From an optimization exercise on the open Yosys and OpenROAD flow, aimed at a short achievable clock period and few clock cycles; shortcuts taken in it are not production practice.
The RTL was checked by simulation tests, not by an equivalence proof against the original design.
Power and IR drop assume default switching activity.

**design/flow/flow/run.sh**
```bash
#!/bin/bash
# The standard layout, with timing repair aimed well below the clock period
# (the SDC is unchanged). The make output goes to flow_standard.log; ORFS
# keeps each step's own log under orfs/logs/.
set -euo pipefail
bash standard.sh SETUP_SLACK_MARGIN=8.5 finish > flow_standard.log 2>&1
```
**design/flow/standard.sh**
```bash
#!/bin/bash
# synth_recipe.tcl (not shown) runs the flow's synth.tcl, then flattens the netlist and writes it again
# the make line also repeats each setting of config.mk as NAME=value (left out here)
make -C /OpenROAD-flow-scripts/flow DESIGN_CONFIG=/design/flow/config.mk WORK_HOME=/design/flow/orfs CLKGATE_MAP_FILE= SYNTH_SCRIPT=/design/flow/synth_recipe.tcl "${@:-finish}"
```
**design/flow/config.mk**
```make
export PLATFORM = sky130hd
export DESIGN_NAME = rv_core
export DESIGN_NICKNAME = rv_core
export VERILOG_FILES = /design/flow/design.v
export SDC_FILE = /design/flow/constraint.sdc
export NUM_CORES = 4
export LEC_CHECK = 0
export CAP_MARGIN = 20
export CORE_MARGIN = 2
export CORE_UTILIZATION = 35
export PLACE_DENSITY = 0.55
export SETUP_SLACK_MARGIN = 0.4
export SLEW_MARGIN = 20
```
**design/flow/constraint.sdc**
```tcl
create_clock -name core_clock -period 12.0 [get_ports {i_clk}]
set_input_delay 2.4000 -clock core_clock [delete_from_list [all_inputs] [get_ports {i_clk}]]
set_output_delay 2.4000 -clock core_clock [all_outputs]
set_load 0.01 [all_outputs]
```
**design/flow/design.v**
```verilog
`timescale 1ns/1ps
package rv_pkg;
    localparam int XLEN       = 32;
    localparam int REG_ADDR_W = 5;
endpackage
`timescale 1ns/1ps
`timescale 1ns/1ps
module reg_file (
    input  logic        i_clk,
    input  logic        i_reset,
    input  logic [4:0]  i_rs1,
    input  logic [4:0]  i_rs2,
    input  logic [4:0]  i_rd,
    input  logic        i_write,
    input  logic [31:0] i_wdata,
    output logic [31:0] o_rs1_data,
    output logic [31:0] o_rs2_data
);
    logic [31:0] regs [1:31];
    logic [31:1] written;
    always_ff @(posedge i_clk or posedge i_reset) begin
        if (i_reset) begin
            written <= '0;
        end else if (i_write && i_rd != '0) begin
            written[i_rd] <= 1'b1;
        end
    end
    always_ff @(posedge i_clk) begin
        if (i_write && i_rd != '0) begin
            regs[i_rd] <= i_wdata;
        end
    end
    assign o_rs1_data = (i_rs1 == '0 || !written[i_rs1]) ? '0 : regs[i_rs1];
    assign o_rs2_data = (i_rs2 == '0 || !written[i_rs2]) ? '0 : regs[i_rs2];
endmodule
`timescale 1ns/1ps
module alu (
    input  logic [31:0] i_a,
    input  logic [31:0] i_b,
    input  logic        i_sub,       
    input  logic        i_sel_sum,
    input  logic        i_sel_slt,
    input  logic        i_sel_sltu,
    input  logic        i_sel_sll,
    input  logic        i_sel_srl,   
    input  logic        i_sra,
    input  logic        i_sel_xor,
    input  logic        i_sel_or,
    input  logic        i_sel_and,
    input  logic        i_sel_pre,
    input  logic [31:0] i_pre,       
    output logic [31:0] o_sum,
    output logic [31:0] o_result,
    output logic        o_eq,
    output logic        o_lt,
    output logic        o_ltu
);
    logic [32:0] sum33;
    logic [31:0] sll, srl;
    assign sum33 = {1'b0, i_a} + {1'b0, i_b ^ {32{i_sub}}} + {32'd0, i_sub};
    assign o_sum = sum33[31:0];
    assign o_ltu = !sum33[32];
    assign o_lt  = (i_a[31] ^ i_b[31]) ? i_a[31] : sum33[31];
    assign o_eq  = (i_a == i_b);
    assign sll = i_a << i_b[4:0];
    assign srl = 32'($signed({i_sra & i_a[31], i_a}) >>> i_b[4:0]);
    assign o_result = ({32{i_sel_sum}}  & o_sum)
                    | ({32{i_sel_slt}}  & {31'd0, o_lt})
                    | ({32{i_sel_sltu}} & {31'd0, o_ltu})
                    | ({32{i_sel_sll}}  & sll)
                    | ({32{i_sel_srl}}  & srl)
                    | ({32{i_sel_xor}}  & (i_a ^ i_b))
                    | ({32{i_sel_or}}   & (i_a | i_b))
                    | ({32{i_sel_and}}  & (i_a & i_b))
                    | ({32{i_sel_pre}}  & i_pre);
endmodule
`timescale 1ns/1ps
`timescale 1ns/1ps
`timescale 1ns/1ps
module rv_core (
    input  logic            i_clk,
    input  logic            i_reset,
    input  logic [rv_pkg::XLEN-1:0] i_instruction,
    input  logic [rv_pkg::XLEN-1:0] i_bus_read_data,
    output logic [rv_pkg::XLEN-1:0] o_rom_pc,
    output logic [rv_pkg::XLEN-1:0] o_bus_address,
    output logic [rv_pkg::XLEN-1:0] o_bus_wr_data,
    output logic            o_bus_wr_enable,
    output logic            o_bus_rd_enable
);
    localparam logic [6:0] OP_LUI    = 7'b0110111;
    localparam logic [6:0] OP_AUIPC  = 7'b0010111;
    localparam logic [6:0] OP_JAL    = 7'b1101111;
    localparam logic [6:0] OP_JALR   = 7'b1100111;
    localparam logic [6:0] OP_BRANCH = 7'b1100011;
    localparam logic [6:0] OP_LOAD   = 7'b0000011;
    localparam logic [6:0] OP_STORE  = 7'b0100011;
    localparam logic [6:0] OP_IMM    = 7'b0010011;
    localparam logic [6:0] OP_REG    = 7'b0110011;
    logic [31:1] pc_f;
    logic        v_x;
    logic [31:0] av_x, bv_x, sv_x, pre_x;
    logic [31:1] alt_x;
    logic        fa_m_x, fa_w_x, fb_m_x, fb_w_x, fs_m_x, fs_w_x;
    logic [4:0]  rd_x;
    logic        wr_x, ld_x, st_x, br_x, jalr_x, pred_x;
    logic [2:0]  f3_x;
    logic        sub_x, sel_sum_x, sel_slt_x, sel_sltu_x, sel_sll_x, sel_srl_x, sra_x;
    logic        sel_xor_x, sel_or_x, sel_and_x, sel_pre_x;
    logic [31:0] res_m, sd_m;
    logic [4:0]  rd_m;
    logic        wr_m, ld_m, st_m;
    logic [31:0] res_w;
    logic [4:0]  rd_w;
    logic        wr_w, ld_w;
    logic [31:0] ins;
    logic [6:0]  opc;
    logic [2:0]  f3;
    logic [4:0]  rd, rs1, rs2;
    logic        f_lui, f_auipc, f_jal, f_jalr, f_br, f_lw, f_sw, f_opimm, f_op, f_alu;
    logic [31:0] imm_i, imm_s, imm_b, imm_u, imm_j;
    assign ins = i_instruction;
    assign opc = ins[6:0];
    assign f3  = ins[14:12];
    assign rd  = ins[11:7];
    assign rs1 = ins[19:15];
    assign rs2 = ins[24:20];
    assign f_lui   = opc == OP_LUI;
    assign f_auipc = opc == OP_AUIPC;
    assign f_jal   = opc == OP_JAL;
    assign f_jalr  = opc == OP_JALR;
    assign f_br    = opc == OP_BRANCH && f3[2:1] != 2'b01;
    assign f_lw    = opc == OP_LOAD && f3 == 3'b010;
    assign f_sw    = opc == OP_STORE && f3 == 3'b010;
    assign f_opimm = opc == OP_IMM;
    assign f_op    = opc == OP_REG;
    assign f_alu   = f_opimm || f_op;
    assign imm_i = {{20{ins[31]}}, ins[31:20]};
    assign imm_s = {{20{ins[31]}}, ins[31:25], ins[11:7]};
    assign imm_b = {{19{ins[31]}}, ins[31], ins[7], ins[30:25], ins[11:8], 1'b0};
    assign imm_u = {ins[31:12], 12'b0};
    assign imm_j = {{11{ins[31]}}, ins[31], ins[19:12], ins[20], ins[30:21], 1'b0};
    logic f_wr, f_use1, f_use2, f_jalr0;
    assign f_wr    = (f_lui || f_auipc || f_jal || f_jalr || f_lw || f_alu) && rd != 5'd0;
    assign f_use1  = f_jalr || f_br || f_lw || f_sw || f_alu;
    assign f_use2  = f_br || f_sw || f_op;
    assign f_jalr0 = f_jalr && rs1 == 5'd0;
    logic [31:0] link, t_sum;
    logic [12:1] sb_lo;
    logic        sb_c;
    logic [20:1] sj_lo;
    logic        sj_c;
    logic [31:13] hb, hb_p1, hb_m1, hb_sel;
    logic [31:21] hj, hj_p1, hj_m1, hj_sel;
    assign link = {pc_f + 31'd2, 1'b0};
    assign {sb_c, sb_lo} = {1'b0, pc_f[12:1]} + {1'b0, imm_b[12:1]};
    assign hb    = pc_f[31:13];
    assign hb_p1 = hb + 19'd1;
    assign hb_m1 = hb - 19'd1;
    assign hb_sel = (imm_b[31] == sb_c) ? hb : sb_c ? hb_p1 : hb_m1;
    assign {sj_c, sj_lo} = {1'b0, pc_f[20:1]} + {1'b0, imm_j[20:1]};
    assign hj    = pc_f[31:21];
    assign hj_p1 = hj + 11'd1;
    assign hj_m1 = hj - 11'd1;
    assign hj_sel = (imm_j[31] == sj_c) ? hj : sj_c ? hj_p1 : hj_m1;
    assign t_sum = f_jal  ? {hj_sel, sj_lo, 1'b0} :
                   f_jalr ? {imm_i[31:1], 1'b0} :
                            {hb_sel, sb_lo, 1'b0};
    logic f_pred, f_redirect;
    assign f_pred     = (rs1 == rs2) ? (f3 == 3'b000 || f3 == 3'b101 || f3 == 3'b111) : ins[31];
    assign f_redirect = f_jal || f_jalr0 || (f_br && f_pred);
    logic stall;
    assign stall = (f_use1 && rs1 != 5'd0 &&
                    ((v_x && ld_x && rd_x == rs1) || (ld_m && rd_m == rs1))) ||
                   (f_use2 && rs2 != 5'd0 &&
                    ((v_x && ld_x && rd_x == rs2) || (ld_m && rd_m == rs2)));
    logic [31:0] rf1, rf2, wdata_w, r1, r2;
    assign wdata_w = ld_w ? i_bus_read_data : res_w;
    reg_file reg_file_i (
        .i_clk      (i_clk),
        .i_reset    (i_reset),
        .i_rs1      (rs1),
        .i_rs2      (rs2),
        .i_rd       (rd_w),
        .i_write    (wr_w),
        .i_wdata    (wdata_w),
        .o_rs1_data (rf1),
        .o_rs2_data (rf2)
    );
    assign r1 = (wr_w && rd_w == rs1) ? wdata_w : rf1;
    assign r2 = (wr_w && rd_w == rs2) ? wdata_w : rf2;
    logic h1_x, h1_m, h2_x, h2_m;
    assign h1_x = v_x && wr_x && rd_x == rs1;
    assign h1_m = wr_m && rd_m == rs1;
    assign h2_x = v_x && wr_x && rd_x == rs2;
    assign h2_m = wr_m && rd_m == rs2;
    logic f_bimm;
    assign f_bimm = !(f_op || f_br);
    logic [31:0] a, b, sdata, sum, x_result;
    logic        eq, lt, ltu, taken;
    assign a     = fa_m_x ? res_m : fa_w_x ? res_w : av_x;
    assign b     = fb_m_x ? res_m : fb_w_x ? res_w : bv_x;
    assign sdata = fs_m_x ? res_m : fs_w_x ? res_w : sv_x;
    alu alu_i (
        .i_a        (a),
        .i_b        (b),
        .i_sub      (sub_x),
        .i_sel_sum  (sel_sum_x),
        .i_sel_slt  (sel_slt_x),
        .i_sel_sltu (sel_sltu_x),
        .i_sel_sll  (sel_sll_x),
        .i_sel_srl  (sel_srl_x),
        .i_sra      (sra_x),
        .i_sel_xor  (sel_xor_x),
        .i_sel_or   (sel_or_x),
        .i_sel_and  (sel_and_x),
        .i_sel_pre  (sel_pre_x),
        .i_pre      (pre_x),
        .o_sum      (sum),
        .o_result   (x_result),
        .o_eq       (eq),
        .o_lt       (lt),
        .o_ltu      (ltu)
    );
    always_comb begin
        case (f3_x[2:1])
            2'b00:   taken = eq ^ f3_x[0];
            2'b10:   taken = lt ^ f3_x[0];
            default: taken = ltu ^ f3_x[0];
        endcase
    end
    logic        x_redirect;
    logic [31:1] x_target;
    assign x_redirect = v_x && ((br_x && taken != pred_x) || jalr_x);
    assign x_target   = jalr_x ? sum[31:1] : alt_x;
    logic [31:1] pc_f_next;
    always_comb begin
        if (x_redirect)      pc_f_next = x_target;
        else if (stall)      pc_f_next = pc_f;
        else if (f_redirect) pc_f_next = t_sum[31:1];
        else                 pc_f_next = link[31:1];
    end
    always_ff @(posedge i_clk or posedge i_reset) begin
        if (i_reset) begin
            pc_f <= '0;
            v_x  <= 1'b0;
            wr_m <= 1'b0;
            ld_m <= 1'b0;
            st_m <= 1'b0;
            wr_w <= 1'b0;
            ld_w <= 1'b0;
        end else begin
            pc_f <= pc_f_next;
            v_x  <= !x_redirect && !stall;
            wr_m <= v_x && wr_x;
            ld_m <= v_x && ld_x;
            st_m <= v_x && st_x;
            wr_w <= wr_m;
            ld_w <= ld_m;
        end
    end
    always_ff @(posedge i_clk) begin
        av_x   <= f_auipc ? {pc_f, 1'b0} : r1;
        bv_x   <= f_bimm ? (f_sw ? imm_s : f_auipc ? imm_u : imm_i) : r2;
        sv_x   <= r2;
        fa_m_x <= h1_x && !f_auipc;
        fa_w_x <= h1_m && !f_auipc;
        fb_m_x <= h2_x && !f_bimm;
        fb_w_x <= h2_m && !f_bimm;
        fs_m_x <= h2_x;
        fs_w_x <= h2_m;
        pre_x  <= f_lui ? imm_u : link;
        alt_x  <= f_pred ? link[31:1] : t_sum[31:1];
        rd_x   <= rd;
        wr_x   <= f_wr;
        ld_x   <= f_lw;
        st_x   <= f_sw;
        br_x   <= f_br;
        jalr_x <= f_jalr && !f_jalr0;
        pred_x <= f_pred;
        f3_x   <= f3;
        sub_x      <= f_br || (f_alu && (f3 == 3'b010 || f3 == 3'b011)) ||
                      (f_op && f3 == 3'b000 && ins[30]);
        sel_sum_x  <= f_lw || f_sw || f_auipc || (f_alu && f3 == 3'b000);
        sel_slt_x  <= f_alu && f3 == 3'b010;
        sel_sltu_x <= f_alu && f3 == 3'b011;
        sel_sll_x  <= f_alu && f3 == 3'b001;
        sel_srl_x  <= f_alu && f3 == 3'b101;
        sra_x      <= ins[30];
        sel_xor_x  <= f_alu && f3 == 3'b100;
        sel_or_x   <= f_alu && f3 == 3'b110;
        sel_and_x  <= f_alu && f3 == 3'b111;
        sel_pre_x  <= f_lui || f_jal || f_jalr;
    end
    always_ff @(posedge i_clk) begin
        res_m <= x_result;
        sd_m  <= sdata;
        rd_m  <= rd_x;
    end
    always_ff @(posedge i_clk) begin
        res_w <= res_m;
        rd_w  <= rd_m;
    end
    assign o_rom_pc        = {pc_f, 1'b0};
    assign o_bus_address   = res_m;
    assign o_bus_wr_data   = sd_m;
    assign o_bus_wr_enable = st_m;
    assign o_bus_rd_enable = ld_m;
endmodule
```
==> summary.md, run 1 <==
| Metric | Value |
|---|---|
| Number of global-route vias before repair | 53,000 |
| Mapped Cells | 5,344 |
| Max-cap viol count | 0 |
| Die Width | 458 um |
| Ranking of synthesized cells by area | edfxtp_1, mux4_2, dfxtp_1, mux2i_1, ha_1 |
| Commonest non-fill, non-tap cell in the layout | edfxtp_1 |
| Detailed Routing Iterations Pass 1 | 6 |
| CP Max Fanout | 4 |
| Mapped Area | 72,300 sq um |
| Final setup vio count | 0 |
| Final Hold Viols | 0 |
| Clock skew | 0.0462 ns |
| Routed vias/inst | 6.24 |
| Leak pwr | 0.0329 uW |
| Antenna-violating nets left | 0 |
| # clock sinks | 1,355 |
| Worst VDD drop | 167 uV |
| Die height | 458 um |
| Share of layout cells above drive strength 1 | 39.4% |
| RSZ-0062 raised after global routing | true |
| Number of port buffers | 162 |
| CP Capture Type | flip-flop |
| Total cell area at the placement stage | 77,900 sq um |
| Remaining DRCs | 0 |
| I/O pin total | 164 |
| Clock transition at path regs | 0.06 ns |
| Clock Path Buffers | 3 |
| CTS Buf Count | 148 |
| Power per Cell Area | 165 nW/um^2 |
| Hold Crit Class | flip-flop to flip-flop |
| Final Max Tran Viols | 0 |
| Row count | 166 |
| Critical path's slowest cell | a2111oi_4 |
| Post-synth top area share | 41.2% |
| Syn nets | 5,579 |
| Root Buffer | clkbuf_16 |
| Worst Path Buf+Inv | 5 |
| Largest net degree at the start of global routing | 77 |
| Worst Setup Start Kind | input pin |
| All-Layer GR Usage | 28.5% |
| Arrival time of the worst setup path | 6.49 ns |
| Place WS | 4.42 ns |
| Synth area leader | edfxtp_1 |
| Vias post-DR | 54,600 |
| Status | no timing/DRC/antenna violations |
| Worst-margin pin slew | 1.33 ns |
| Setup CP Type | input pin to flip-flop |
| DR WL/cell | 35.5 um |
| Most used DFF post-synth | edfxtp_1 |
| GRT overflow | 0 |
| Final WS setup | 6.21 ns |
| CTS H-Tree Depth | 4 |
| Final #Nets | 6,167 |
| CORE AREA | 205,000 sq um |
| Period utilisation layout | 48.3% |
| Area growth, synth to finish | 30.4% |
| Leading cell types in the layout, fill and taps excluded | edfxtp_1, mux4_2, buf_4, mux2i_1, nor2_1 |
| Crit-path cells | buf_8 > ha_4 > inv_2 > fa_2 > nand2b_4 > a2111oi_4 > a2111oi_4 > buf_4 > a21oi_4 > buf_12 > buf_8 > fa_2 > nor2b_4 > o31a_1 > o31ai_4 > nand4_1 > a41oi_2 > mux2i_1 > xnor2_1 > a211oi_2 > o21ai_1 > mux2_4 |
| Syn Area/Cell | 13.5 sq um |
| Post-synth EDFFs | 992 |
| FF+latch count, synth | 1,355 |
| Max frequency | 0.173 GHz |
| Global-route wire length before repair | 421,000 um |
| Placer Congestion | 0.976 |
| Detailed Route WL | 310,000 um |
| Sequential fraction of the synthesis area | 51.7% |
| Ys async rst share | 5.02% |
| Design area | 94,200 sq um |
| WP data required | 12.69 ns |
| Hpwl dp | 178,000 um |
| Total power | 15,600 uW |
| Slowest stage delay, CP | 0.37 ns |
| Slew headroom | 10.3% |
| Fin crit period | 5.79 ns |
| Initial antenna violation count | 16 |
| Die footprint | 210,000 sq um |
| Synth unique cells | 100 |
| CTS tree | yes |
| Iter 0 DRT Violations | 6,771 |
| Top delay family on crit path | compound AO/OA/AOI/OAI gates |
| Initial Utilization | 35.3% |
| Setup TNS | 0 ns |
| Synth warnings | 2 |
| Clk latency of the worst-skew pair | 0.83 ns |
-- sequential cells by signal, summed over array words and instances, names as in the netlist, 3 cells and up --
signal / count
rd_w: 5
sv_x: 32
bv_x: 32
res_w: 32
res_m: 32
rd_m: 5
sd_m: 32
f3_x: 3
pc_f: 31
av_x: 32
pre_x: 31
reg_file_i.written: 31
reg_file_i.regs: 992
alt_x: 31
rd_x: 5
-- final timing paths --
check | startpoint | endpoint | slack [ns] | cells after the start
setup / recovery | i_instruction[8] | pc_f[31] | 6.21 | 22
max in group asynchronous | i_reset | pc_f[6] | 8.73 | 3
hold / removal | rd_x[3] | rd_m[3] | 0.38 | 0
min in group asynchronous | i_reset | reg_file_i.written[3] | 1.89 | 2
setup reg to reg | fb_w_x | pc_f[18] | 7.28 | 19
hold reg to reg | rd_x[3] | rd_m[3] | 0.38 | 0
-- synth_stat cells, types with 65 or more instances --
library cell,count
clkbuf_1,252
ha_1,164
dfrtp_1,68
o21a_1,66
mux4_2,570
nor2_1,382
edfxtp_1,992
mux2i_1,444
buf_1,65
xnor2_1,106
nand2_1,319
o21ai_0,198
inv_1,152
nand3_1,85
a21oi_1,258
dfxtp_1,295
-- final cells by class --
type                       instances  area, sq um
inverter                         160          808
timing repair buffer             796         9420
fill                           17800       111000
clock inverter                    83          962
multi-input combinational       3443        37900
clock buffer                     186         3960
sequential                      1355        37600
antenna                            9         22.5
timing repair inverter            28          215
tap                             2688         3360
-- per-stage QoR --
stage                     utilization (%)  cells  hold slack (ns)
after global placement               38.0   7949            0.383
after floorplan                         -   5344            0.366
after detailed placement             38.0   7949            0.379
final                                46.0   8748            0.384
after CTS                            44.3   8575            0.372
after global routing                 46.0   8740            0.394
-- layer usage --
metal | routed length (um) | track usage, %
met5 | 103 | 0
met4 | 25200 | 19.2
met3 | 28400 | 5.88
met2 | 144000 | 45.6
met1 | 112000 | 34.7
-- logic make-up (layout without fill, tap and decap cells) --
family | after synthesis | in the layout | synth area share [%]
flip-flops | 1355 | 1355 | 51.7
multiplexers | 1047 | 1047 | 24.4
AO/OA/AOI/OAI | 1029 | 1029 | 9.41
AND/OR/NAND/NOR | 1025 | 1028 | 6.31
buffers and inverters | 549 | 1253 | 3.04
adder cells (fa/ha/maj) | 169 | 169 | 2.98
XOR/XNOR | 169 | 169 | 2.06
other | 1 | 10 | 0.00519
-- report_power, final --
group | leakage (uW) | internal, uW | switching, uW | total, uW
clock | 0.00238 | 2690 | 2020 | 4710
combinational | 0.0180 | 2490 | 2990 | 5490
sequential | 0.0125 | 5220 | 163 | 5380
total | 0.0329 | 10400 | 5180 | 15600
-- repair_timing --
item                                    CTS  global route
gates cloned                             58            28
resized for setup                      1463           422
setup endpoints to repair               717           867
pin swaps                               164           187
hold buffers                              0             0
endpoints found under the hold margin     0             0
buffers inserted                        299           136
Testbench counts, summed over its fixed seeds: cycles 32,644.
==> run 2: changes to the inputs <==
--- a/design/flow/design.v
+++ b/design/flow/design.v
@@ -35,4 +35,33 @@
 endmodule
 `timescale 1ns/1ps
+module ks_add #(
+    parameter int N = 32
+) (
+    input  logic [N-1:0] i_a,
+    input  logic [N-1:0] i_b,
+    input  logic         i_cin,
+    output logic [N-1:0] o_sum,
+    output logic         o_cout
+);
+    localparam int L = (N > 16) ? 5 : (N > 8) ? 4 : (N > 4) ? 3 : 2;
+    logic [N-1:0]        p0;
+    logic [L:0][N-1:0]   g, p;
+    assign p0   = i_a ^ i_b;
+    assign p[0] = p0;
+    assign g[0] = (i_a & i_b) | {{(N-1){1'b0}}, p0[0] & i_cin};
+    for (genvar l = 1; l <= L; l++) begin : g_lvl
+        for (genvar i = 0; i < N; i++) begin : g_bit
+            if (i >= (1 << (l - 1))) begin : g_op
+                assign g[l][i] = g[l-1][i] | (p[l-1][i] & g[l-1][i - (1 << (l - 1))]);
+                assign p[l][i] = p[l-1][i] & p[l-1][i - (1 << (l - 1))];
+            end else begin : g_pass
+                assign g[l][i] = g[l-1][i];
+                assign p[l][i] = p[l-1][i];
+            end
+        end
+    end
+    assign o_sum  = p0 ^ {g[L][N-2:0], i_cin};
+    assign o_cout = g[L][N-1];
+endmodule
 module alu (
     input  logic [31:0] i_a,
@@ -56,10 +85,15 @@
     output logic        o_ltu
 );
-    logic [32:0] sum33;
+    logic        cout;
     logic [31:0] sll, srl;
-    assign sum33 = {1'b0, i_a} + {1'b0, i_b ^ {32{i_sub}}} + {32'd0, i_sub};
-    assign o_sum = sum33[31:0];
-    assign o_ltu = !sum33[32];
-    assign o_lt  = (i_a[31] ^ i_b[31]) ? i_a[31] : sum33[31];
+    ks_add #(.N(32)) add_i (
+        .i_a    (i_a),
+        .i_b    (i_b ^ {32{i_sub}}),
+        .i_cin  (i_sub),
+        .o_sum  (o_sum),
+        .o_cout (cout)
+    );
+    assign o_ltu = !cout;
+    assign o_lt  = (i_a[31] ^ i_b[31]) ? i_a[31] : o_sum[31];
     assign o_eq  = (i_a == i_b);
     assign sll = i_a << i_b[4:0];
@@ -102,5 +136,5 @@
     logic [31:0] av_x, bv_x, sv_x, pre_x;
     logic [31:1] alt_x;
-    logic        fa_m_x, fa_w_x, fb_m_x, fb_w_x, fs_m_x, fs_w_x;
+    logic        fa_m_x, fb_m_x, fs_m_x;
     logic [4:0]  rd_x;
     logic        wr_x, ld_x, st_x, br_x, jalr_x, pred_x;
@@ -154,13 +188,23 @@
     logic [31:21] hj, hj_p1, hj_m1, hj_sel;
     assign link = {pc_f + 31'd2, 1'b0};
-    assign {sb_c, sb_lo} = {1'b0, pc_f[12:1]} + {1'b0, imm_b[12:1]};
+    ks_add #(.N(12)) tb_add_i (
+        .i_a (pc_f[12:1]), .i_b (imm_b[12:1]), .i_cin (1'b0), .o_sum (sb_lo), .o_cout (sb_c));
     assign hb    = pc_f[31:13];
-    assign hb_p1 = hb + 19'd1;
-    assign hb_m1 = hb - 19'd1;
+    assign hb_p1[13] = ~hb[13];
+    assign hb_m1[13] = ~hb[13];
+    for (genvar k = 14; k < 32; k++) begin : g_hb
+        assign hb_p1[k] = hb[k] ^ (&pc_f[k-1:13]);
+        assign hb_m1[k] = hb[k] ^ (~|pc_f[k-1:13]);
+    end
     assign hb_sel = (imm_b[31] == sb_c) ? hb : sb_c ? hb_p1 : hb_m1;
-    assign {sj_c, sj_lo} = {1'b0, pc_f[20:1]} + {1'b0, imm_j[20:1]};
+    ks_add #(.N(20)) tj_add_i (
+        .i_a (pc_f[20:1]), .i_b (imm_j[20:1]), .i_cin (1'b0), .o_sum (sj_lo), .o_cout (sj_c));
     assign hj    = pc_f[31:21];
-    assign hj_p1 = hj + 11'd1;
-    assign hj_m1 = hj - 11'd1;
+    assign hj_p1[21] = ~hj[21];
+    assign hj_m1[21] = ~hj[21];
+    for (genvar k = 22; k < 32; k++) begin : g_hj
+        assign hj_p1[k] = hj[k] ^ (&pc_f[k-1:21]);
+        assign hj_m1[k] = hj[k] ^ (~|pc_f[k-1:21]);
+    end
     assign hj_sel = (imm_j[31] == sj_c) ? hj : sj_c ? hj_p1 : hj_m1;
     assign t_sum = f_jal  ? {hj_sel, sj_lo, 1'b0} :
@@ -188,18 +232,16 @@
         .o_rs2_data (rf2)
     );
-    assign r1 = (wr_w && rd_w == rs1) ? wdata_w : rf1;
-    assign r2 = (wr_w && rd_w == rs2) ? wdata_w : rf2;
-    logic h1_x, h1_m, h2_x, h2_m;
+    assign r1 = (wr_m && rd_m == rs1) ? res_m : (wr_w && rd_w == rs1) ? wdata_w : rf1;
+    assign r2 = (wr_m && rd_m == rs2) ? res_m : (wr_w && rd_w == rs2) ? wdata_w : rf2;
+    logic h1_x, h2_x;
     assign h1_x = v_x && wr_x && rd_x == rs1;
-    assign h1_m = wr_m && rd_m == rs1;
     assign h2_x = v_x && wr_x && rd_x == rs2;
-    assign h2_m = wr_m && rd_m == rs2;
     logic f_bimm;
     assign f_bimm = !(f_op || f_br);
     logic [31:0] a, b, sdata, sum, x_result;
     logic        eq, lt, ltu, taken;
-    assign a     = fa_m_x ? res_m : fa_w_x ? res_w : av_x;
-    assign b     = fb_m_x ? res_m : fb_w_x ? res_w : bv_x;
-    assign sdata = fs_m_x ? res_m : fs_w_x ? res_w : sv_x;
+    assign a     = fa_m_x ? res_m : av_x;
+    assign b     = fb_m_x ? res_m : bv_x;
+    assign sdata = fs_m_x ? res_m : sv_x;
     alu alu_i (
         .i_a        (a),
@@ -265,9 +307,6 @@
         sv_x   <= r2;
         fa_m_x <= h1_x && !f_auipc;
-        fa_w_x <= h1_m && !f_auipc;
         fb_m_x <= h2_x && !f_bimm;
-        fb_w_x <= h2_m && !f_bimm;
         fs_m_x <= h2_x;
-        fs_w_x <= h2_m;
         pre_x  <= f_lui ? imm_u : link;
         alt_x  <= f_pred ? link[31:1] : t_sum[31:1];
==> run 2 against run 1 <==
Effect of this change: maximum frequency rose by 27%; global-route usage rose by 0.27 points; clock skew fell by 0.0065 ns; critical endpoint is now pc_f[29]; register-to-register slack improved by 0.37 ns; design area fell by 1.7%; still clean on timing, DRC and antenna; clock power fell by 1%.
==> summary.md, run 2 <==
| Metric | Value |
|---|---|
| Ranking of synthesized cells by area | edfxtp_1, mux4_2, dfxtp_1, mux2i_1, ha_1 (unchanged) |
| Syn nets | 5,457 (was 5,579) |
| Detailed Routing Iterations Pass 1 | 6 (unchanged) |
| # clock sinks | 1,352 (was 1,355) |
| Slowest stage delay, CP | 0.44 ns (was 0.37 ns) |
| Global-route wire length before repair | 421,000 um (about the same) |
| Antenna-violating nets left | 0 (unchanged) |
| Synth cell count leaders | edfxtp_1, mux4_2, nor2_1 (was edfxtp_1, mux4_2, mux2i_1) |
| Top delay family on crit path | compound AO/OA/AOI/OAI gates (unchanged) |
| Syn Area/Cell | 13.6 sq um (was 13.5 sq um) |
| Largest Register | reg_file_i.regs (unchanged) |
| Synth area leader | edfxtp_1 (unchanged) |
| Die Width | 455 um (was 458 um) |
| Max-cap viol count | 0 (unchanged) |
| Clock Path Buffers | 3 (unchanged) |
| Power per Cell Area | 140 nW/um^2 (was 165 nW/um^2) |
| Area growth, synth to finish | 29.9% (was 30.4%) |
| Fillers | 17,700 (was 17,800) |
| Worst VDD drop | 135 uV (was 167 uV) |
| CTS tree | yes (unchanged) |
| Most common cell in the synthesized netlist | edfxtp_1 (unchanged) |
| I/O pin total | 164 (unchanged) |
| Worst Path Buf+Inv | 5 (unchanged) |
| Number of port buffers | 162 (unchanged) |
| Initial antenna violation count | 10 (was 16) |
| Arrival time of the worst setup path | 5.22 ns (was 6.49 ns) |
| FF+latch count, synth | 1,352 (was 1,355) |
| Worst Hold Slack | 0.391 ns (was 0.384 ns) |
| Detailed Route WL | 313,000 um (was 310,000 um) |
| Largest net degree at the start of global routing | 65 (was 77) |
| Final Max Tran Viols | 0 (unchanged) |
| Period utilisation layout | 37.9% (was 48.3%) |
| Sequential fraction of the synthesis area | 52.4% (was 51.7%) |
| Mapped Cells | 5,251 (was 5,344) |
| Number of global-route vias before repair | 52,500 (was 53,000) |
| Placer Congestion | 0.998 (was 0.976) |
| Remaining DRCs | 0 (unchanged) |
| All-Layer GR Usage | 28.7% (was 28.5%) |
| Leak pwr | 0.0313 uW (was 0.0329 uW) |
| Layout Cells excl Fill | 8,601 (was 8,748) |
| Mapped Area | 71,300 sq um (was 72,300 sq um) |
| Max reg flops | 992 (unchanged) |
| Final setup vio count | 0 (unchanged) |
| CORE AREA | 202,000 sq um (was 205,000 sq um) |
| Row count | 165 (was 166) |
| Die height | 455 um (was 458 um) |
| Post-synth EDFFs | 992 (unchanged) |
| Clk latency of the worst-skew pair | 0.82 ns (was 0.83 ns) |
| Commonest non-fill, non-tap cell in the layout | edfxtp_1 (unchanged) |
| Hold Crit Class | flip-flop to flip-flop (unchanged) |
| CTS Buf Count | 146 (was 148) |
| Post-synth top area share | 41.8% (was 41.2%) |
| GRT overflow | 0 (unchanged) |
| # placed instances | 7,828 (was 7,949) |
| Setup CP Type | input pin to flip-flop (unchanged) |
| Critical path's slowest cell | a2111o_1 (was a2111oi_4) |
| Status | no timing/DRC/antenna violations (unchanged) |
| Hpwl dp | 171,000 um (was 178,000 um) |
| Vias post-DR | 54,900 (was 54,600) |
| Worst Setup Start Kind | input pin (unchanged) |
| Slew headroom | 18.0% (was 10.3%) |
| WP data required | 12.67 ns (was 12.69 ns) |
| RSZ-0062 raised after global routing | true (unchanged) |
| DR WL/cell | 36.4 um (was 35.5 um) |
| Max frequency | 0.220 GHz (was 0.173 GHz) |
| Final #Nets | 6,019 (was 6,167) |
| Setup TNS | 0 ns (unchanged) |
| Worst-margin pin slew | 1.23 ns (was 1.33 ns) |
| Iter 0 DRT Violations | 7,623 (was 6,771) |
| Fin util | 45.8% (was 46.0%) |
| Most used DFF post-synth | edfxtp_1 (unchanged) |
| Initial Utilization | 35.2% (was 35.3%) |
| Fin crit period | 4.55 ns (was 5.79 ns) |
| Hold_buf cts | 0 (unchanged) |
| Clock skew | 0.0397 ns (was 0.0462 ns) |
| CTS H-Tree Depth | 4 (unchanged) |
| Synth warnings | 2 (unchanged) |
| Crit-path cells | buf_12 > ha_4 > inv_2 > fa_2 > nor2b_4 > o211ai_1 > buf_4 > a211oi_4 > buf_6 > or3_4 > buf_4 > nor2_2 > a2111o_1 > a21oi_2 > a41oi_2 > o2111ai_1 > o211ai_1 (was buf_8 > ha_4 > inv_2 > fa_2 > nand2b_4 > a2111oi_4 > a2111oi_4 > buf_4 > a21oi_4 > buf_12 > buf_8 > fa_2 > nor2b_4 > o31a_1 > o31ai_4 > nand4_1 > a41oi_2 > mux2i_1 > xnor2_1 > a211oi_2 > o21ai_1 > mux2_4) |
| Routed vias/inst | 6.38 (was 6.24) |
| Die footprint | 207,000 sq um (was 210,000 sq um) |
| Root Buffer | clkbuf_16 (unchanged) |
| Clock transition at path regs | 0.06 ns (about the same) |
| Leading cell types in the layout, fill and taps excluded | edfxtp_1, mux4_2, buf_4, nand2_1, nor2_1 (was edfxtp_1, mux4_2, buf_4, mux2i_1, nor2_1) |
| Final Hold Viols | 0 (unchanged) |
| CP Capture Type | flip-flop (unchanged) |
| Share of layout cells above drive strength 1 | 40.7% (was 39.4%) |
| Ys async rst share | 5.03% (was 5.02%) |
| CP Max Fanout | 7 (was 4) |
| Synth unique cells | 89 (was 100) |
-- run 2: worst register-to-register path, cell delays in order (launching register included) --
cell and delay (ns):
dfxtp_4 0.42, bufbuf_16 0.33, mux2i_2 0.46, ha_1 0.44, nor4_4 0.40, nand4_1 0.20, nor4_4 0.25, a32o_2 0.24
mux2_4 0.33, a31oi_4 0.15, o211a_1 0.30, a21boi_4 0.15, a32o_1 0.27, a311o_1 0.31
-- run 2: power by group --
part	internal [uW]	switching (uW)	total, uW	leakage (uW)
clock	2690	1970	4650	0.00237
sequential	5170	167	5340	0.0117
combinational	1280	1720	3000	0.0172
total	9140	3850	13000	0.0313
-- run 2: timing repair --
item / CTS / global route
endpoints found under the setup margin: 662 / 662
gates cloned: 62 / 28
buffers inserted: 289 / 130
pin swaps: 166 / 196
hold endpoints to repair: 0 / 0
gates resized for setup: 1389 / 515
-- run 2: cells by family after synthesis --
kind of cell / count (synthesis) / share of synthesized area, %
AO/OA/AOI/OAI: 1042 / 9.67
XOR/XNOR: 157 / 1.93
adder cells (fa/ha/maj): 140 / 2.49
buffers and inverters: 529 / 2.92
flip-flops: 1352 / 52.4
multiplexers: 958 / 23.9
other: 1 / 0.00526
AND/OR/NAND/NOR: 1072 / 6.76
-- run 2: final timing paths --
check | start | end | slack [ns] | cells after the start
setup reg to reg | fa_m_x | pc_f[18] | 7.65 | 13
hold reg to reg | rd_m[0] | rd_w[0] | 0.39 | 0
max in group asynchronous | i_reset | pc_f[19] | 8.84 | 3
min in group asynchronous | i_reset | ld_w | 1.93 | 2
hold / removal | rd_m[0] | rd_w[0] | 0.39 | 0
setup / recovery | i_instruction[8] | pc_f[29] | 7.45 | 17
-- run 2: per-layer routing --
layer	part of all wire (%)	routed length [um]	global-route usage, %
met4	8.1	25400	16.8
met2	46	143000	45.6
met1	36	114000	36.4
met3	9.7	30500	5.91
met5	0.013	42	0
-- run 2: cell type report --
cell class	count	area, sq um	share of cell area [%]
Multi-Input combinational cell	3374	36700	39.6
Clock buffer	188	4010	4.33
Antenna cell	1	2.50	0.00270
Clock inverter	75	835	0.901
Inverter	139	653	0.705
Tap cell	2672	3340	3.61
Timing Repair inverter	18	134	0.144
Timing Repair Buffer	782	9480	10.2
Sequential cell	1352	37500	40.5
-- run 2: metrics by stage --
stage | worst slack (ns) | power (uW) | cell area (sq um)
2_1_floorplan | 6.75 | 6750 | 72400
3_3_place_gp | 5.13 | 7520 | 76700
3_5_place_dp | 5.41 | 7520 | 76700
4_1_cts | 7.51 | 12700 | 88700
5_1_grt | 7.35 | 13300 | 92700
6_report | 7.45 | 13000 | 92700
Testbench counts of run 2, summed over its fixed seeds: cycles 32,644.
==> run 3: changes to the inputs <==
--- a/design/flow/design.v
+++ b/design/flow/design.v
@@ -138,6 +138,5 @@
     logic        fa_m_x, fb_m_x, fs_m_x;
     logic [4:0]  rd_x;
-    logic        wr_x, ld_x, st_x, br_x, jalr_x, pred_x;
-    logic [2:0]  f3_x;
+    logic        wr_x, ld_x, st_x, jalr_x, beq_x, blt_x, bltu_x, want_x;
     logic        sub_x, sel_sum_x, sel_slt_x, sel_sltu_x, sel_sll_x, sel_srl_x, sra_x;
     logic        sel_xor_x, sel_or_x, sel_and_x, sel_pre_x;
@@ -184,5 +183,4 @@
     logic        sb_c;
     logic [20:1] sj_lo;
-    logic        sj_c;
     logic [31:13] hb, hb_p1, hb_m1, hb_sel;
     logic [31:21] hj, hj_p1, hj_m1, hj_sel;
@@ -198,6 +196,15 @@
     end
     assign hb_sel = (imm_b[31] == sb_c) ? hb : sb_c ? hb_p1 : hb_m1;
-    ks_add #(.N(20)) tj_add_i (
-        .i_a (pc_f[20:1]), .i_b (imm_j[20:1]), .i_cin (1'b0), .o_sum (sj_lo), .o_cout (sj_c));
+    logic [12:1]  sj_l;
+    logic         sj_lc;
+    logic [20:13] sj_m0, sj_m1;
+    logic         sj_mc0, sj_mc1;
+    logic [31:21] hj_sel0, hj_sel1;
+    ks_add #(.N(12)) tj_add_l (
+        .i_a (pc_f[12:1]), .i_b (imm_j[12:1]), .i_cin (1'b0), .o_sum (sj_l), .o_cout (sj_lc));
+    ks_add #(.N(8)) tj_add_m0 (
+        .i_a (pc_f[20:13]), .i_b (imm_j[20:13]), .i_cin (1'b0), .o_sum (sj_m0), .o_cout (sj_mc0));
+    ks_add #(.N(8)) tj_add_m1 (
+        .i_a (pc_f[20:13]), .i_b (imm_j[20:13]), .i_cin (1'b1), .o_sum (sj_m1), .o_cout (sj_mc1));
     assign hj    = pc_f[31:21];
     assign hj_p1[21] = ~hj[21];
@@ -207,5 +214,8 @@
         assign hj_m1[k] = hj[k] ^ (~|pc_f[k-1:21]);
     end
-    assign hj_sel = (imm_j[31] == sj_c) ? hj : sj_c ? hj_p1 : hj_m1;
+    assign hj_sel0 = (imm_j[31] == sj_mc0) ? hj : sj_mc0 ? hj_p1 : hj_m1;
+    assign hj_sel1 = (imm_j[31] == sj_mc1) ? hj : sj_mc1 ? hj_p1 : hj_m1;
+    assign sj_lo   = sj_lc ? {sj_m1, sj_l} : {sj_m0, sj_l};
+    assign hj_sel  = sj_lc ? hj_sel1 : hj_sel0;
     assign t_sum = f_jal  ? {hj_sel, sj_lo, 1'b0} :
                    f_jalr ? {imm_i[31:1], 1'b0} :
@@ -240,5 +250,5 @@
     assign f_bimm = !(f_op || f_br);
     logic [31:0] a, b, sdata, sum, x_result;
-    logic        eq, lt, ltu, taken;
+    logic        eq, lt, ltu;
     assign a     = fa_m_x ? res_m : av_x;
     assign b     = fb_m_x ? res_m : bv_x;
@@ -265,15 +275,11 @@
         .o_ltu      (ltu)
     );
-    always_comb begin
-        case (f3_x[2:1])
-            2'b00:   taken = eq ^ f3_x[0];
-            2'b10:   taken = lt ^ f3_x[0];
-            default: taken = ltu ^ f3_x[0];
-        endcase
-    end
     logic        x_redirect;
     logic [31:1] x_target;
-    assign x_redirect = v_x && ((br_x && taken != pred_x) || jalr_x);
+    assign x_redirect = jalr_x || (beq_x && (eq ^ want_x)) || (blt_x && (lt ^ want_x)) ||
+                        (bltu_x && (ltu ^ want_x));
     assign x_target   = jalr_x ? sum[31:1] : alt_x;
+    logic        f_go;
+    assign f_go = !x_redirect && !stall;
     logic [31:1] pc_f_next;
     always_comb begin
@@ -286,5 +292,9 @@
         if (i_reset) begin
             pc_f <= '0;
-            v_x  <= 1'b0;
+            v_x    <= 1'b0;
+            jalr_x <= 1'b0;
+            beq_x  <= 1'b0;
+            blt_x  <= 1'b0;
+            bltu_x <= 1'b0;
             wr_m <= 1'b0;
             ld_m <= 1'b0;
@@ -294,5 +304,9 @@
         end else begin
             pc_f <= pc_f_next;
-            v_x  <= !x_redirect && !stall;
+            v_x    <= f_go;
+            jalr_x <= f_jalr && !f_jalr0 && f_go;
+            beq_x  <= f_br && f3[2:1] == 2'b00 && f_go;
+            blt_x  <= f_br && f3[2:1] == 2'b10 && f_go;
+            bltu_x <= f_br && f3[2:1] == 2'b11 && f_go;
             wr_m <= v_x && wr_x;
             ld_m <= v_x && ld_x;
@@ -315,8 +329,5 @@
         ld_x   <= f_lw;
         st_x   <= f_sw;
-        br_x   <= f_br;
-        jalr_x <= f_jalr && !f_jalr0;
-        pred_x <= f_pred;
-        f3_x   <= f3;
+        want_x <= f_pred ^ f3[0];
         sub_x      <= f_br || (f_alu && (f3 == 3'b010 || f3 == 3'b011)) ||
                       (f_op && f3 == 3'b000 && ins[30]);
==> run 3 against run 2 <==
Effect of this change: still clean; sequential share of layout area shrank 0.34 points; hold slack gained 0.0039 ns; critical path depth shrank 1; design area grew 0.87%; maximum frequency shrank 2.2%; setup slack lost 0.10 ns; flip-flop and latch count shrank 1; register-to-register slack lost 0.14 ns; critical endpoint is now pc_f[27]; largest power group unchanged.
==> summary.md, run 3 <==
| Metric | Value |
|---|---|
| Iter 0 DRT Violations | 7,921 (was 7,623) |
| Sw Pwr | 4260 uW (was 3850 uW) |
| WP data required | 12.70 ns (was 12.67 ns) |
| Synth Area in XOR/XNOR | 2.00% (was 1.93%) |
| Clock transition at path regs | 0.07 ns (was 0.06 ns) |
| # clock sinks | 1,351 (was 1,352) |
| Top delay family on crit path | compound AO/OA/AOI/OAI gates (unchanged) |
| Row count | 165 (unchanged) |
| CTS Buf Count | 148 (was 146) |
| Sequential fraction of the synthesis area | 52.3% (was 52.4%) |
| Leak pwr | 0.0330 uW (was 0.0313 uW) |
| Clock skew | 0.0643 ns (was 0.0397 ns) |
| Post-synth EDFFs | 992 (unchanged) |
| Mapped Area | 71,400 sq um (was 71,300 sq um) |
| Mux contribution to synthesized area | 23.8% (was 23.9%) |
| Final #Nets | 6,097 (was 6,019) |
| Mapped Cells | 5,288 (was 5,251) |
| Leading cell types in the layout, fill and taps excluded | edfxtp_1, mux4_2, buf_4, nand2_1, nor2_1 (unchanged) |
| Global-route wire length before repair | 431,000 um (was 421,000 um) |
| Ranking of synthesized cells by area | edfxtp_1, mux4_2, dfxtp_1, mux2i_1, ha_1 (unchanged) |
| CP Capture Type | flip-flop (unchanged) |
| Vias post-DR | 55,600 (was 54,900) |
| Ys async rst share | 5.33% (was 5.03%) |
| Slowest stage delay, CP | 0.43 ns (was 0.44 ns) |
| Synth cell count leaders | edfxtp_1, mux4_2, nor2_1 (unchanged) |
| GRT overflow | 0 (unchanged) |
| Routed vias/inst | 6.40 (was 6.38) |
| FF+latch count, synth | 1,351 (was 1,352) |
| Final Max Tran Viols | 0 (unchanged) |
| Post-synthesis simple-gate area fraction | 6.75% (was 6.76%) |
| Period utilisation layout | 38.8% (was 37.9%) |
| Initial antenna violation count | 10 (unchanged) |
| Remaining DRCs | 0 (unchanged) |
| Critical path's slowest cell | a2111o_1 (unchanged) |
| Clock Path Buffers | 3 (unchanged) |
| Hold Crit Class | flip-flop to flip-flop (unchanged) |
| Worst VDD drop | 136 uV (was 135 uV) |
| Clk network pwr share | 34.0% (was 35.8%) |
| Synth area leader | edfxtp_1 (unchanged) |
| Worst Setup Start Kind | input pin (unchanged) |
| Detailed Routing Iterations Pass 1 | 8 (was 6) |
| Max-cap viol count | 0 (unchanged) |
| Most common cell in the synthesized netlist | edfxtp_1 (unchanged) |
| All-Layer GR Usage | 29.6% (was 28.7%) |
| Worst Path Buf+Inv | 5 (unchanged) |
| Setup TNS | 0 ns (unchanged) |
| Clk latency of the worst-skew pair | 0.83 ns (was 0.82 ns) |
| Final WS setup | 7.35 ns (was 7.45 ns) |
| Sequential share of power | 39.3% (was 41.1%) |
| Most Frequent Cell on Critical Path | buf_4 |
| Compound-Gate Fraction of Synth Area | 9.48% (was 9.67%) |
| CORE AREA | 203,000 sq um (was 202,000 sq um) |
| Synth warnings | 2 (unchanged) |
| Hpwl dp | 177,000 um (was 171,000 um) |
| Most used DFF post-synth | edfxtp_1 (unchanged) |
| Die footprint | 208,000 sq um (was 207,000 sq um) |
| Placer Congestion | 0.979 (was 0.998) |
| Setup CP Type | input pin to flip-flop (unchanged) |
| Die height | 456 um (was 455 um) |
| Largest net degree at the start of global routing | 66 (was 65) |
| Number of port buffers | 162 (unchanged) |
| Worst-margin pin slew | 1.19 ns (was 1.23 ns) |
| Max reg flops | 992 (unchanged) |
| Initial Utilization | 35.3% (was 35.2%) |
| Post-synth top area share | 41.7% (was 41.8%) |
| Die Width | 456 um (was 455 um) |
| Fin crit period | 4.65 ns (was 4.55 ns) |
| Fillers | 17,500 (was 17,700) |
| Adder-cell share of the synthesized area | 2.64% (was 2.49%) |
| Place WS | 5.17 ns (was 5.41 ns) |
| Syn Area/Cell | 13.5 sq um (was 13.6 sq um) |
| Slew headroom | 20.3% (was 18.0%) |
| DR WL/cell | 37.0 um (was 36.4 um) |
| Design area | 93,500 sq um (was 92,700 sq um) |
| P_int | 9330 uW (was 9140 uW) |
| Syn nets | 5,503 (was 5,457) |
| RSZ-0062 raised after global routing | true (unchanged) |
| Synth unique cells | 88 (was 89) |
| CP Max Fanout | 4 (was 7) |
| Switch share | 31.4% (was 29.7%) |
| Antenna-violating nets left | 0 (unchanged) |
| Status | no timing/DRC/antenna violations (unchanged) |
| Total cell area at the placement stage | 76,500 sq um (was 76,700 sq um) |
| I/O pin total | 164 (unchanged) |
| CTS H-Tree Depth | 4 (unchanged) |
| Commonest non-fill, non-tap cell in the layout | edfxtp_1 (unchanged) |
| CTS tree | yes (unchanged) |
| Max frequency | 0.215 GHz (was 0.220 GHz) |
| Final setup vio count | 0 (unchanged) |
| Largest family of logic cells by synthesized area | multiplexers (unchanged) |
| Combinational power share | 26.7% (was 23.1%) |
| Share of layout cells above drive strength 1 | 41.0% (was 40.7%) |
| Number of global-route vias before repair | 53,100 (was 52,500) |
| Largest Register | reg_file_i.regs (unchanged) |
| Area growth, synth to finish | 30.9% (was 29.9%) |
| Crit-path cells | buf_16 > ha_4 > inv_2 > fa_2 > nand2b_4 > a211o_4 > a31o_4 > a2111o_1 > nand2_4 > a22oi_2 > buf_4 > buf_6 > a311oi_2 > buf_4 > a21bo_2 > a32oi_2 (was buf_12 > ha_4 > inv_2 > fa_2 > nor2b_4 > o211ai_1 > buf_4 > a211oi_4 > buf_6 > or3_4 > buf_4 > nor2_2 > a2111o_1 > a21oi_2 > a41oi_2 > o2111ai_1 > o211ai_1) |
| Arrival time of the worst setup path | 5.35 ns (was 5.22 ns) |
| Final Hold Viols | 0 (unchanged) |
| Root Buffer | clkbuf_16 (unchanged) |
| Power per Cell Area | 145 nW/um^2 (was 140 nW/um^2) |
| Detailed Route WL | 322,000 um (was 313,000 um) |
## run 3: cell type report
class / instances / area (sq um) / share of cell area, %
tap: 2672 / 3340 / 3.58
inverter: 138 / 638 / 0.683
timing repair buffer: 821 / 9750 / 10.4
timing repair inverter: 20 / 151 / 0.162
clock buffer: 185 / 3950 / 4.22
sequential: 1351 / 37600 / 40.2
multi-input combinational: 3402 / 37100 / 39.7
antenna: 12 / 30.0 / 0.0321
clock inverter: 88 / 913 / 0.977
## run 3: cells by family after synthesis
group                      count (synthesis)
buffers and inverters                    543
and+or+nand+nor                         1066
adders and majority gates                149
AOI/OAI and AO/OA                       1052
DFF                                     1351
other                                      1
muxes                                    963
xor gates and xnor gates                 163
## run 3: final timing paths
| path | from | to | slack (ns) | cells after the start |
|---|---|---|---|---|
| setup / recovery | i_instruction[21] | pc_f[27] | 7.35 | 16 |
| hold / removal | rd_x[4] | rd_m[4] | 0.39 | 0 |
| setup reg to reg | fb_m_x | pc_f[19] | 7.51 | 18 |
| hold reg to reg | rd_x[4] | rd_m[4] | 0.39 | 0 |
| max in group asynchronous | i_reset | ld_w | 8.69 | 3 |
| min in group asynchronous | i_reset | pc_f[25] | 2.03 | 2 |
## run 3: repair_timing
item / in CTS / in global routing
setup buffers: 296 / 174
setup endpoints to repair: 834 / 603
hold endpoints to repair: 0 / 0
pin swaps: 214 / 215
cloned: 74 / 22
hold buffers: 0 / 0
resized for setup: 1485 / 422
## run 3: through the flow
stage,hold slack [ns],std cells,utilization (%),power [uW]
global route,0.400,8679,46.1,13900
CTS,0.394,8481,44.3,13200
global placement,0.389,7838,37.8,7860
finish,0.394,8689,46.2,13600
detailed placement,0.383,7838,37.8,7860
floorplan,0.373,5288,-,6940
## run 3: power by group through the flow
stage	Combinational [uW]	Sequential [uW]	Clock [uW]
global route	3770	5340	4840
CTS	3180	5320	4650
detailed placement	2330	5530	0
finish	3630	5340	4620
floorplan	1590	5350	0
global placement	2320	5540	0
## run 3: per-layer routing
metal	vias to the layer above	GRT usage [%]	wire, um
met1	28600	36.7	115000
met2	3856	46.5	146000
met3	1010	6.81	33500
met5	-	0	19
met4	4	19.6	26900
li1	22100	-	-
Testbench counts of run 3, summed over its fixed seeds: cycles 32,644.
==> run 4: changes to the inputs <==
--- a/design/flow/design.v
+++ b/design/flow/design.v
@@ -136,5 +136,5 @@
     logic [31:0] av_x, bv_x, sv_x, pre_x;
     logic [31:1] alt_x;
-    logic        fa_m_x, fb_m_x, fs_m_x;
+    logic        fa_m_x, fb_m_x, fs_m_x, fca_x, fcb_x;
     logic [4:0]  rd_x;
     logic        wr_x, ld_x, st_x, jalr_x, beq_x, blt_x, bltu_x, want_x;
@@ -253,4 +253,10 @@
     assign a     = fa_m_x ? res_m : av_x;
     assign b     = fb_m_x ? res_m : bv_x;
+    logic [31:0] ca, cb;
+    assign ca  = fca_x ? res_m : av_x;
+    assign cb  = fcb_x ? res_m : bv_x;
+    assign eq  = (ca == cb);
+    assign lt  = $signed(ca) < $signed(cb);
+    assign ltu = ca < cb;
     assign sdata = fs_m_x ? res_m : sv_x;
     alu alu_i (
@@ -271,7 +277,7 @@
         .o_sum      (sum),
         .o_result   (x_result),
-        .o_eq       (eq),
-        .o_lt       (lt),
-        .o_ltu      (ltu)
+        .o_eq       (),
+        .o_lt       (),
+        .o_ltu      ()
     );
     logic        x_redirect;
@@ -320,6 +326,8 @@
         bv_x   <= f_bimm ? (f_sw ? imm_s : f_auipc ? imm_u : imm_i) : r2;
         sv_x   <= r2;
-        fa_m_x <= h1_x && !f_auipc;
-        fb_m_x <= h2_x && !f_bimm;
+        fa_m_x <= h1_x && !f_auipc && !f_br;
+        fb_m_x <= h2_x && !f_bimm && !f_br;
+        fca_x  <= h1_x && f_br;
+        fcb_x  <= h2_x && f_br;
         fs_m_x <= h2_x;
         pre_x  <= f_lui ? imm_u : link;
@@ -330,5 +338,5 @@
         st_x   <= f_sw;
         want_x <= f_pred ^ f3[0];
-        sub_x      <= f_br || (f_alu && (f3 == 3'b010 || f3 == 3'b011)) ||
+        sub_x      <= (f_alu && (f3 == 3'b010 || f3 == 3'b011)) ||
                       (f_op && f3 == 3'b000 && ins[30]);
         sel_sum_x  <= f_lw || f_sw || f_auipc || (f_alu && f3 == 3'b000);
==> run 4 against run 3 <==
Effect of this change: setup slack better by 0.21 ns; still clean; synthesized area up 2.2%; core utilization down 0.14 points; design area up 1.9%; sequential power up 1%; cell count up 2.0%; die area up 2.1%; global-route usage down 0.12 points; non-clock buffer count up 3; highest routed layer unchanged; first-iteration DRC count up 11%; via count up 2.4%; maximum frequency up 4.8%.
==> summary.md, run 4 <==
| Metric | Value |
|---|---|
| Hpwl dp | 180,000 um (was 177,000 um) |
| Mapped Area | 72,900 sq um (was 71,400 sq um) |
| Final Max Tran Viols | 0 (unchanged) |
| Global-route wire length before repair | 436,000 um (was 431,000 um) |
| Detailed Route WL | 325,000 um (was 322,000 um) |
| Worst VDD drop | 120 uV (was 136 uV) |
| Number of port buffers | 162 (unchanged) |
| Syn nets | 5,608 (was 5,503) |
| Power per Cell Area | 150 nW/um^2 (was 145 nW/um^2) |
| Final WS setup | 7.56 ns (was 7.35 ns) |
| Clock skew | 0.0617 ns (was 0.0643 ns) |
| Max-cap viol count | 0 (unchanged) |
| Final Hold Viols | 0 (unchanged) |
| All-Layer GR Usage | 29.5% (was 29.6%) |
| Setup TNS | 0 ns (unchanged) |
| Area growth, synth to finish | 30.6% (was 30.9%) |
| Antenna-violating nets left | 0 (unchanged) |
| RSZ-0062 raised after global routing | true (unchanged) |
| WP data required | 12.70 ns (about the same) |
| Hold Crit Class | flip-flop to flip-flop (unchanged) |
| Fin crit period | 4.44 ns (was 4.65 ns) |
| FF+latch count, synth | 1,353 (was 1,351) |
| Arrival time of the worst setup path | 5.14 ns (was 5.35 ns) |
| Worst-margin pin slew | 1.16 ns (was 1.19 ns) |
| Largest Register | reg_file_i.regs (unchanged) |
| Fin util | 46.0% (was 46.2%) |
| Routed vias/inst | 6.42 (was 6.40) |
| Commonest non-fill, non-tap cell in the layout | edfxtp_1 (unchanged) |
| Initial antenna violation count | 13 (was 10) |
| Number of global-route vias before repair | 53,700 (was 53,100) |
| GRT overflow | 0 (unchanged) |
| Ranking of synthesized cells by area | edfxtp_1, mux4_2, dfxtp_1, mux2i_1, ha_1 (unchanged) |
| Leak pwr | 0.0340 uW (was 0.0330 uW) |
| Post-synth top area share | 40.8% (was 41.7%) |
| Max reg flops | 992 (unchanged) |
| Clk latency of the worst-skew pair | 0.85 ns (was 0.83 ns) |
| Worst Setup Start Kind | input pin (unchanged) |
| Clock Path Buffers | 3 (unchanged) |
| Critical path's slowest cell | a211o_4 (was a2111o_1) |
| Largest net degree at the start of global routing | 71 (was 66) |
| Synth cell count leaders | edfxtp_1, mux4_2, nor2_1 (unchanged) |
| Max frequency | 0.225 GHz (was 0.215 GHz) |
| Final setup vio count | 0 (unchanged) |
| Row count | 167 (was 165) |
| Final #Nets | 6,192 (was 6,097) |
| Hold_buf cts | 0 (unchanged) |
| Die Width | 461 um (was 456 um) |
| Leading cell types in the layout, fill and taps excluded | edfxtp_1, mux4_2, buf_4, nand2_1, nor2_1 (unchanged) |
| Synth area leader | edfxtp_1 (unchanged) |
| Initial Utilization | 35.2% (was 35.3%) |
| Ys async rst share | 5.32% (was 5.33%) |
| CP Max Fanout | 7 (was 4) |
| Most used DFF post-synth | edfxtp_1 (unchanged) |
| CTS Buf Count | 150 (was 148) |
| Slowest stage delay, CP | 0.34 ns (was 0.43 ns) |
| Syn Area/Cell | 13.6 sq um (was 13.5 sq um) |
| Remaining DRCs | 0 (unchanged) |
| Period utilisation layout | 37.0% (was 38.8%) |
| Detailed Routing Iterations Pass 1 | 7 (was 8) |
| Clock transition at path regs | 0.06 ns (was 0.07 ns) |
| DR WL/cell | 36.7 um (was 37.0 um) |
| Mapped Cells | 5,361 (was 5,288) |
| # clock sinks | 1,353 (was 1,351) |
| Post-synth EDFFs | 992 (unchanged) |
| Synth warnings | 2 (unchanged) |
| Iter 0 DRT Violations | 8,830 (was 7,921) |
| Place WS | 5.33 ns (was 5.17 ns) |
| Share of layout cells above drive strength 1 | 40.2% (was 41.0%) |
| Setup CP Type | input pin to flip-flop (unchanged) |
| Slew headroom | 20.4% (was 20.3%) |
| Most common cell in the synthesized netlist | edfxtp_1 (unchanged) |
| CORE AREA | 207,000 sq um (was 203,000 sq um) |
| Vias post-DR | 56,900 (was 55,600) |
| Root Buffer | clkbuf_16 (unchanged) |
| Sequential fraction of the synthesis area | 51.2% (was 52.3%) |
| Die height | 461 um (was 456 um) |
| I/O pin total | 164 (unchanged) |
| Crit-path cells | buf_16 > ha_4 > inv_2 > fa_2 > nand2b_4 > a211o_4 > a21o_4 > and2_4 > nor3_4 > buf_4 > o32ai_1 > a211o_1 > o21ai_2 > o211ai_1 (was buf_16 > ha_4 > inv_2 > fa_2 > nand2b_4 > a211o_4 > a31o_4 > a2111o_1 > nand2_4 > a22oi_2 > buf_4 > buf_6 > a311oi_2 > buf_4 > a21bo_2 > a32oi_2) |
| CTS H-Tree Depth | 4 (unchanged) |
| CP Capture Type | flip-flop (unchanged) |
| Die footprint | 212,000 sq um (was 208,000 sq um) |
| CTS tree | yes (unchanged) |
| Placer Congestion | 0.980 (was 0.979) |
| Synth unique cells | 91 (was 88) |
| Status | no timing/DRC/antenna violations (unchanged) |
==> run 4: kinds of logic (layout without fill, tap and decap cells) <==
| kind of cell | Yosys count | in the layout | synth area share, % |
|---|---|---|---|
| AO/OA/AOI/OAI | 985 | 991 | 9.20 |
| XOR/XNOR | 159 | 159 | 1.93 |
| adder cells (fa/ha/maj) | 181 | 181 | 3.14 |
| buffers and inverters | 531 | 1226 | 3.13 |
| flip-flops | 1353 | 1353 | 51.2 |
| multiplexers | 1069 | 1069 | 24.6 |
| other | 1 | 5 | 0.00514 |
| AND/OR/NAND/NOR | 1082 | 1087 | 6.76 |
==> run 4: path summary, 6_finish.rpt <==
check,slack [ns],depth (start not counted),end,start
max,7.56,14,pc_f[30],i_instruction[21]
min,0.40,0,rd_m[0],rd_x[0]
max reg2reg,7.92,14,pc_f[30],pc_f[21]
min reg2reg,0.40,0,rd_m[0],rd_x[0]
max in group asynchronous,9.19,3,pc_f[2],i_reset
min in group asynchronous,1.81,2,pc_f[27],i_reset
==> run 4: cell type report <==
cell class | instances | area, sq um
timing repair buffer | 824 | 10300
clock inverter | 79 | 1070
clock buffer | 195 | 4110
multi-input combinational | 3488 | 38100
inverter | 126 | 551
timing repair inverter | 2 | 16.3
antenna | 4 | 10.0
sequential | 1353 | 37600
fill | 17900 | 112000
tap | 2788 | 3490
==> run 4: critical path: cells and delay by family <==
family,cells,cell delay (ns)
compound gates,6,1.34
fa+ha+maj,2,0.46
buf+inv,3,0.30
simple gates,3,0.62
==> run 4: metal layers <==
layer / global-route usage, % / vias up / routed length (um)
met5: 0 / - / 80
met4: 18.9 / 12 / 25400
met3: 7.34 / 1055 / 37000
met2: 44.3 / 4107 / 143000
met1: 37.9 / 29200 / 120000
li1: - / 22500 / -
==> run 4: timing repair <==
| item | 4_1_cts | 5_1_grt |
|---|---|---|
| gates resized for setup | 1370 | 354 |
| setup endpoints to repair | 394 | 347 |
| cloned | 80 | 19 |
| setup buffers | 298 | 154 |
| pin swaps | 144 | 189 |
==> run 4: stage by stage <==
step	total power (uW)	area (sq um)	instances	hold slack [ns]
5_1_grt	14700	95300	8855	0.408
2_1_floorplan	7230	74400	5361	0.373
3_5_place_dp	8280	78400	8030	0.382
4_1_cts	13900	91700	8682	0.392
6_report	14300	95300	8859	0.397
3_3_place_gp	8260	78400	8030	0.380
==> run 4: where the power goes <==
| group | switching (uW) | internal (uW) |
|---|---|---|
| Combinational | 2280 | 1790 |
| Sequential | 204 | 5210 |
| Clock | 2090 | 2760 |
Testbench counts of run 4, summed over its fixed seeds: cycles 32,644.

==> re-timing with driven ports <==
Ports are ideal in the flow. The routed layouts listed here were re-timed in OpenROAD.
Step 1, drivers: a clkbuf_16 drives i_clk and a buf_2 each remaining input, both assumed.
Step 2 adds t to the input delays and takes it off the output delays; t is the mean of the earliest and latest rising clock arrival at the registers after step 1. Input paths then give back, and output paths get back, about the clock's delay inside the block.
Three values: no drivers, after step 1, after step 2; two values: the first two.
run | t (ns) | setup slack, ns | worst setup path after step 2 | clock arrival spread, ns | worst register clock-pin slew, ns
run 1 | 0.904 | 6.205 / 6.198 / 5.294 | input to register | 0.048 / 0.048 | 0.07 / 0.07
run 2 | 0.895 | 7.448 / 7.324 / 6.429 | input to register | 0.041 / 0.041 | 0.07 / 0.07
run 3 | 0.893 | 7.346 / 7.176 / 6.282 | input to register | 0.071 / 0.071 | 0.07 / 0.07
run 4 | 0.910 | 7.558 / 7.380 / 6.470 | input to register | 0.072 / 0.072 | 0.07 / 0.07
After both steps every run listed still meets setup and hold. The setup slack of run 4, which loses most, moves by -0.178 ns with the drivers and by -1.088 ns with both steps.
